Source: an optimization exercise on an open RTL-to-GDS flow (aim: small area). Production flows keep margins and buffers that such runs may drop.
In this exercise RTL edits were held to simulation tests only and were not proved equivalent to the original.
Power is estimated from default activity; no workload was simulated.

==> inputs of run a <==
## systolic_result_drain
module systolic_result_drain
#(
  parameter int unsigned N          = 8,
  parameter int unsigned DATA_WIDTH = 32
) (
  input  logic                    clk_i,
  input  logic                    rst_i,
  input  logic                    start_i,
  input  logic [N*DATA_WIDTH-1:0] south_i,
  input  logic [N-1:0]            south_valid_i,
  output logic [N*DATA_WIDTH-1:0] out_data_o,
  output logic                    out_valid_o,
  input  logic                    out_ready_i,
  output logic [$clog2(N)-1:0]    out_row_o,
  output logic                    busy_o,
  output logic                    done_o,
  output logic                    overflow_o
);
==> module result_column_buffer, before the edit <==
module result_column_buffer
#(
  parameter int unsigned N          = 8,
  parameter int unsigned DATA_WIDTH = 32,
  parameter int unsigned CW         = systolic_result_drain_pkg::cnt_width(N),
  parameter int unsigned RW         = $clog2(N)
) (
  input  logic                  clk_i,
  input  logic                  rst_i,
  input  logic                  clear_i,
  input  logic                  wr_en_i,
  input  logic [DATA_WIDTH-1:0] wr_data_i,
  input  logic [RW-1:0]         rd_idx_i,
  output logic [DATA_WIDTH-1:0] rd_data_o,
  output logic [CW-1:0]         count_o,
  output logic                  drop_o
);
  localparam logic [CW-1:0] FULL = CW'(N);
  logic [DATA_WIDTH-1:0] mem [N];
  logic [CW-1:0]         cnt;
  always_ff @(posedge clk_i or posedge rst_i) begin
    if (rst_i) begin
      cnt <= '0;
      for (int unsigned i = 0; i < N; i++) mem[i] <= '0;
    end else if (clear_i) begin
      cnt <= '0;
    end else if (wr_en_i && (cnt < FULL)) begin
      mem[cnt[RW-1:0]] <= wr_data_i;
      cnt              <= cnt + CW'(1);
    end
  end
  assign rd_data_o = mem[rd_idx_i];
  assign count_o   = cnt;
  assign drop_o    = wr_en_i && (cnt == FULL);
endmodule
==> module systolic_result_drain, before the edit <==
module systolic_result_drain
#(
  parameter int unsigned N          = 8,
  parameter int unsigned DATA_WIDTH = 32
) (
  input  logic                    clk_i,
  input  logic                    rst_i,
  input  logic                    start_i,
  input  logic [N*DATA_WIDTH-1:0] south_i,
  input  logic [N-1:0]            south_valid_i,
  output logic [N*DATA_WIDTH-1:0] out_data_o,
  output logic                    out_valid_o,
  input  logic                    out_ready_i,
  output logic [$clog2(N)-1:0]    out_row_o,
  output logic                    busy_o,
  output logic                    done_o,
  output logic                    overflow_o
);
  localparam int unsigned CW = systolic_result_drain_pkg::cnt_width(N);
  localparam int unsigned RW = $clog2(N);
  systolic_result_drain_pkg::drain_state_t          state;
  logic [RW-1:0]         row;
  logic                  overflow;
  logic [CW-1:0]         cnt     [N];
  logic [DATA_WIDTH-1:0] rd_data [N];
  logic [N-1:0]          drop;
  logic                  run;
  logic                  start_fire;
  logic                  accept;
  logic                  last_row;
  assign run        = (state == systolic_result_drain_pkg::ST_RUN);
  assign start_fire = (state == systolic_result_drain_pkg::ST_IDLE) && start_i;
  assign accept     = out_valid_o && out_ready_i;
  assign last_row   = (row == RW'(N - 1));
  for (genvar g = 0; g < N; g++) begin : g_col
    result_column_buffer #(
      .N          (N),
      .DATA_WIDTH (DATA_WIDTH),
      .CW         (CW),
      .RW         (RW)
    ) u_col (
      .clk_i     (clk_i),
      .rst_i     (rst_i),
      .clear_i   (start_fire),
      .wr_en_i   (run && south_valid_i[g]),
      .wr_data_i (south_i[g*DATA_WIDTH +: DATA_WIDTH]),
      .rd_idx_i  (row),
      .rd_data_o (rd_data[g]),
      .count_o   (cnt[g]),
      .drop_o    (drop[g])
    );
  end
  always_ff @(posedge clk_i or posedge rst_i) begin
    if (rst_i) begin
      state    <= systolic_result_drain_pkg::ST_IDLE;
      row      <= '0;
      overflow <= 1'b0;
    end else begin
      case (state)
        systolic_result_drain_pkg::ST_IDLE: begin
          if (start_i) begin
            state    <= systolic_result_drain_pkg::ST_RUN;
            row      <= '0;
            overflow <= 1'b0;
          end
        end
        systolic_result_drain_pkg::ST_RUN: begin
          if (|drop) overflow <= 1'b1;
          if (accept) begin
            if (last_row) state <= systolic_result_drain_pkg::ST_DONE;
            else          row   <= row + RW'(1);
          end
        end
        systolic_result_drain_pkg::ST_DONE: state <= systolic_result_drain_pkg::ST_IDLE;
        default: state <= systolic_result_drain_pkg::ST_IDLE;
      endcase
    end
  end
  always_comb begin
    out_valid_o = run;
    for (int unsigned j = 0; j < N; j++) begin
      if (!(cnt[j] > CW'(row))) out_valid_o = 1'b0;
    end
  end
  always_comb begin
    out_data_o = '0;
    for (int unsigned j = 0; j < N; j++) begin
      out_data_o[j*DATA_WIDTH +: DATA_WIDTH] = rd_data[j];
    end
  end
  assign out_row_o  = row;
  assign busy_o     = run;
  assign done_o     = (state == systolic_result_drain_pkg::ST_DONE);
  assign overflow_o = overflow;
endmodule
Settings: LEC_CHECK=0, CAP_MARGIN=20, CORE_MARGIN=2, CORE_UTILIZATION=40, SLEW_MARGIN=20; clock period 6.0 ns.
run.sh (not shown) runs the stock make flow with config.mk's settings and CLKGATE_MAP_FILE= SYNTH_SCRIPT=/design/flow/synth_recipe.tcl, a recipe that flattens the netlist after the stock synthesis.
==> run b: changes against run a <==
==> flow/design.v (replaced) <==
package systolic_result_drain_pkg;
  localparam int unsigned DEF_N          = 8;
  localparam int unsigned DEF_DATA_WIDTH = 32;
  localparam int unsigned DEF_CNT_WIDTH  = $clog2(DEF_N + 1);
  typedef logic [DEF_DATA_WIDTH-1:0] result_row_t [DEF_N];
  typedef enum logic [1:0] {
    ST_IDLE = 2'd0,
    ST_RUN  = 2'd1,
    ST_DONE = 2'd2
  } drain_state_t;
  function automatic integer cnt_width;
    input integer n;
    cnt_width = $clog2(n + 1);
  endfunction
endpackage
module result_and_nor3 (
  input  logic [2:0] a_i,
  input  logic [2:0] s_i,
  output logic       y_no
);
  assign y_no = ~|(a_i & s_i);
endmodule
module systolic_result_drain
#(
  parameter int unsigned N          = 8,
  parameter int unsigned DATA_WIDTH = 32
) (
  input  logic                    clk_i,
  input  logic                    rst_i,
  input  logic                    start_i,
  input  logic [N*DATA_WIDTH-1:0] south_i,
  input  logic [N-1:0]            south_valid_i,
  output logic [N*DATA_WIDTH-1:0] out_data_o,
  output logic                    out_valid_o,
  input  logic                    out_ready_i,
  output logic [$clog2(N)-1:0]    out_row_o,
  output logic                    busy_o,
  output logic                    done_o,
  output logic                    overflow_o
);
  localparam int unsigned CW = systolic_result_drain_pkg::cnt_width(N);
  localparam int unsigned RW = $clog2(N);
  localparam logic [CW-1:0] FULL = CW'(N);
  logic                  run;
  logic                  done;
  logic [N-1:0]          row_oh;
  logic                  overflow;
  logic [N-1:0]          avail;
  logic [N-1:0]          drop;
  logic                  start_fire;
  logic                  accept;
  assign start_fire = !run && !done && start_i;
  assign accept     = out_valid_o && out_ready_i;
  for (genvar g = 0; g < N; g++) begin : g_col
    logic [DATA_WIDTH-1:0] mem [N];
    logic [CW-1:0]         cnt;
    logic                  wr;
    logic [DATA_WIDTH-1:0] rd_n0, rd_n1, rd_n2;
    assign wr      = run && south_valid_i[g] && (cnt < FULL);
    assign drop[g] = run && south_valid_i[g] && (cnt == FULL);
    always_ff @(posedge clk_i or posedge rst_i) begin
      if (rst_i)           cnt <= '0;
      else if (start_fire) cnt <= '0;
      else if (wr)         cnt <= cnt + CW'(1);
    end
    always_ff @(posedge clk_i) begin
      if (wr) mem[cnt[RW-1:0]] <= south_i[g*DATA_WIDTH +: DATA_WIDTH];
    end
    for (genvar b = 0; b < DATA_WIDTH; b++) begin : g_rd
      result_and_nor3 u_n0 (
        .a_i ({mem[2][b], mem[1][b], mem[0][b]}),
        .s_i (row_oh[2:0]),
        .y_no(rd_n0[b])
      );
      result_and_nor3 u_n1 (
        .a_i ({mem[5][b], mem[4][b], mem[3][b]}),
        .s_i (row_oh[5:3]),
        .y_no(rd_n1[b])
      );
    end
    assign rd_n2 = ~((mem[6] & {DATA_WIDTH{row_oh[6]}}) | (mem[7] & {DATA_WIDTH{row_oh[7]}}));
    assign out_data_o[g*DATA_WIDTH +: DATA_WIDTH] = ~(rd_n0 & rd_n1 & rd_n2);
    always_comb begin
      avail[g] = 1'b0;
      for (int unsigned i = 0; i < N; i++)
        if (row_oh[i] && (cnt > CW'(i))) avail[g] = 1'b1;
    end
  end
  always_ff @(posedge clk_i or posedge rst_i) begin
    if (rst_i) begin
      run      <= 1'b0;
      done     <= 1'b0;
      row_oh   <= N'(1);
      overflow <= 1'b0;
    end else begin
      done <= 1'b0;
      if (start_fire) begin
        run      <= 1'b1;
        row_oh   <= N'(1);
        overflow <= 1'b0;
      end
      if (run) begin
        if (|drop) overflow <= 1'b1;
        if (accept) begin
          if (row_oh[N-1]) begin
            run  <= 1'b0;
            done <= 1'b1;
          end else begin
            row_oh <= row_oh << 1;
          end
        end
      end
    end
  end
  assign out_valid_o = run && (&avail);
  always_comb begin
    out_row_o = '0;
    for (int unsigned i = 0; i < N; i++)
      if (row_oh[i]) out_row_o = out_row_o | RW'(i);
  end
  assign busy_o     = run;
  assign done_o     = done;
  assign overflow_o = overflow;
endmodule
==> flow/flow/run.sh (new file) <==
#!/bin/bash
# The standard layout, with the port buffers made from the smallest buffer
# and a clock tree built from mid-sized buffers and no dummy loads.
set -euo pipefail
export BUFFER_PORTS_ARGS="-buffer_cell sky130_fd_sc_hd__buf_1"
export CTS_ARGS="-sink_clustering_enable -repair_clock_nets -sink_clustering_size 10 -sink_clustering_max_diameter 50 -buf_list sky130_fd_sc_hd__clkbuf_4 -dont_use_dummy_load"
bash standard.sh > standard.log 2>&1
==> flow/standard.sh (new file) <==
#!/bin/bash
# synth_recipe.tcl (not shown) runs the flow's synth.tcl, then flattens the netlist and writes it again
# the make line also repeats each setting of config.mk as NAME=value (left out here)
make -C /OpenROAD-flow-scripts/flow DESIGN_CONFIG=/design/flow/config.mk WORK_HOME=/design/flow/orfs CLKGATE_MAP_FILE= SYNTH_SCRIPT=/design/flow/synth_recipe.tcl "${@:-finish}"
CORE_UTILIZATION = 50   (was 40)
CTS_BUF_LIST = sky130_fd_sc_hd__clkbuf_4   (was not set)
CTS_CLUSTER_DIAMETER = 50   (was not set)
CTS_CLUSTER_SIZE = 10   (was not set)
SYNTH_HIERARCHICAL = 1   (was not set)
removed: flow/run.sh
==> run c: changes against run a <==
==> flow/design.v (replaced) <==
package systolic_result_drain_pkg;
  localparam int unsigned DEF_N          = 8;
  localparam int unsigned DEF_DATA_WIDTH = 32;
  localparam int unsigned DEF_CNT_WIDTH  = $clog2(DEF_N + 1);
  typedef logic [DEF_DATA_WIDTH-1:0] result_row_t [DEF_N];
  typedef enum logic [1:0] {
    ST_IDLE = 2'd0,
    ST_RUN  = 2'd1,
    ST_DONE = 2'd2
  } drain_state_t;
  function automatic integer cnt_width;
    input integer n;
    cnt_width = $clog2(n + 1);
  endfunction
endpackage
module result_column_buffer
#(
  parameter int unsigned N          = 8,
  parameter int unsigned DATA_WIDTH = 32,
  parameter int unsigned CW         = systolic_result_drain_pkg::cnt_width(N),
  parameter int unsigned RW         = $clog2(N)
) (
  input  logic                  clk_i,
  input  logic                  rst_i,
  input  logic                  clear_i,
  input  logic                  wr_en_i,
  input  logic [DATA_WIDTH-1:0] wr_data_i,
  input  logic [N-1:0]          rd_sel_i,
  output logic [DATA_WIDTH-1:0] rd_data_o,
  output logic                  avail_o,
  output logic                  drop_o
);
  localparam logic [CW-1:0] FULL = CW'(N);
  logic [DATA_WIDTH-1:0] mem [N];
  logic [CW-1:0]         cnt;
  logic                  wr;
  assign wr = wr_en_i && (cnt < FULL);
  always_ff @(posedge clk_i or posedge rst_i) begin
    if (rst_i)        cnt <= '0;
    else if (clear_i) cnt <= '0;
    else if (wr)      cnt <= cnt + CW'(1);
  end
  always_ff @(posedge clk_i) begin
    if (wr) mem[cnt[RW-1:0]] <= wr_data_i;
  end
  always_comb begin
    rd_data_o = '0;
    avail_o   = 1'b0;
    for (int unsigned i = 0; i < N; i++) begin
      rd_data_o = rd_data_o | (mem[i] & {DATA_WIDTH{rd_sel_i[i]}});
      if (rd_sel_i[i] && (cnt > CW'(i))) avail_o = 1'b1;
    end
  end
  assign drop_o = wr_en_i && (cnt == FULL);
endmodule
module systolic_result_drain
#(
  parameter int unsigned N          = 8,
  parameter int unsigned DATA_WIDTH = 32
) (
  input  logic                    clk_i,
  input  logic                    rst_i,
  input  logic                    start_i,
  input  logic [N*DATA_WIDTH-1:0] south_i,
  input  logic [N-1:0]            south_valid_i,
  output logic [N*DATA_WIDTH-1:0] out_data_o,
  output logic                    out_valid_o,
  input  logic                    out_ready_i,
  output logic [$clog2(N)-1:0]    out_row_o,
  output logic                    busy_o,
  output logic                    done_o,
  output logic                    overflow_o
);
  localparam int unsigned CW = systolic_result_drain_pkg::cnt_width(N);
  localparam int unsigned RW = $clog2(N);
  logic                  run;
  logic                  done;
  logic [N-1:0]          row_oh;
  logic                  overflow;
  logic [N-1:0]          avail;
  logic [N-1:0]          drop;
  logic                  start_fire;
  logic                  accept;
  assign start_fire = !run && !done && start_i;
  assign accept     = out_valid_o && out_ready_i;
  for (genvar g = 0; g < N; g++) begin : g_col
    result_column_buffer #(
      .N          (N),
      .DATA_WIDTH (DATA_WIDTH),
      .CW         (CW),
      .RW         (RW)
    ) u_col (
      .clk_i     (clk_i),
      .rst_i     (rst_i),
      .clear_i   (start_fire),
      .wr_en_i   (run && south_valid_i[g]),
      .wr_data_i (south_i[g*DATA_WIDTH +: DATA_WIDTH]),
      .rd_sel_i  (row_oh),
      .rd_data_o (out_data_o[g*DATA_WIDTH +: DATA_WIDTH]),
      .avail_o   (avail[g]),
      .drop_o    (drop[g])
    );
  end
  always_ff @(posedge clk_i or posedge rst_i) begin
    if (rst_i) begin
      run      <= 1'b0;
      done     <= 1'b0;
      row_oh   <= N'(1);
      overflow <= 1'b0;
    end else begin
      done <= 1'b0;
      if (start_fire) begin
        run      <= 1'b1;
        row_oh   <= N'(1);
        overflow <= 1'b0;
      end
      if (run) begin
        if (|drop) overflow <= 1'b1;
        if (accept) begin
          if (row_oh[N-1]) begin
            run  <= 1'b0;
            done <= 1'b1;
          end else begin
            row_oh <= row_oh << 1;
          end
        end
      end
    end
  end
  assign out_valid_o = run && (&avail);
  always_comb begin
    out_row_o = '0;
    for (int unsigned i = 0; i < N; i++)
      if (row_oh[i]) out_row_o = out_row_o | RW'(i);
  end
  assign busy_o     = run;
  assign done_o     = done;
  assign overflow_o = overflow;
endmodule
==> comparison <==
Run c finished with timing, DRC and antenna clean. Run a finished clean. Run b finished clean.
Sequential power: run a is larger than run b (29%).
Non-clock buffer count, lowest first: run b, run c, run a.
The lowest routed wire length belongs to run b, the highest to run a.
Register-to-register slack, lowest first: run a, run c, run b.
Clock power: run a > run c > run b.
Power, lowest first: run b, run c, run a.
Maximum frequency: run b > run c > run a.
Via count: run c is lower than run a (about 30%).

[re-timing with driven ports]
No port has a modelled driver above. Below, the same layouts with a new extraction and two added sets of constraints.
Step 1 (the two cells are an assumption about what drives the block):
set clk [get_ports {clk_i}]
set_driving_cell -lib_cell sky130_fd_sc_hd__clkbuf_16 $clk
set_driving_cell -lib_cell sky130_fd_sc_hd__buf_2 [delete_from_list [all_inputs] $clk]
Step 2 adds t to the input delays and takes it off the output delays; t is the mean of the earliest and latest rising clock arrival at the registers after step 1. Input paths then give back, and output paths get back, about the clock's delay inside the block.
a / b / c = ideal / step 1 / step 2; a / b = the first two.
| run | shift t [ns] | slack for setup (ns) | worst setup path at the end |
|---|---|---|---|
| run a | 0.951 | 0.080 / -0.012 / 0.939 | register to output |
| run b | 1.256 | 1.021 / 0.946 / 2.201 | register to output |
| run c | 0.908 | 0.599 / 0.514 / 1.422 | register to output |
After both steps setup and hold are still met in every run listed.
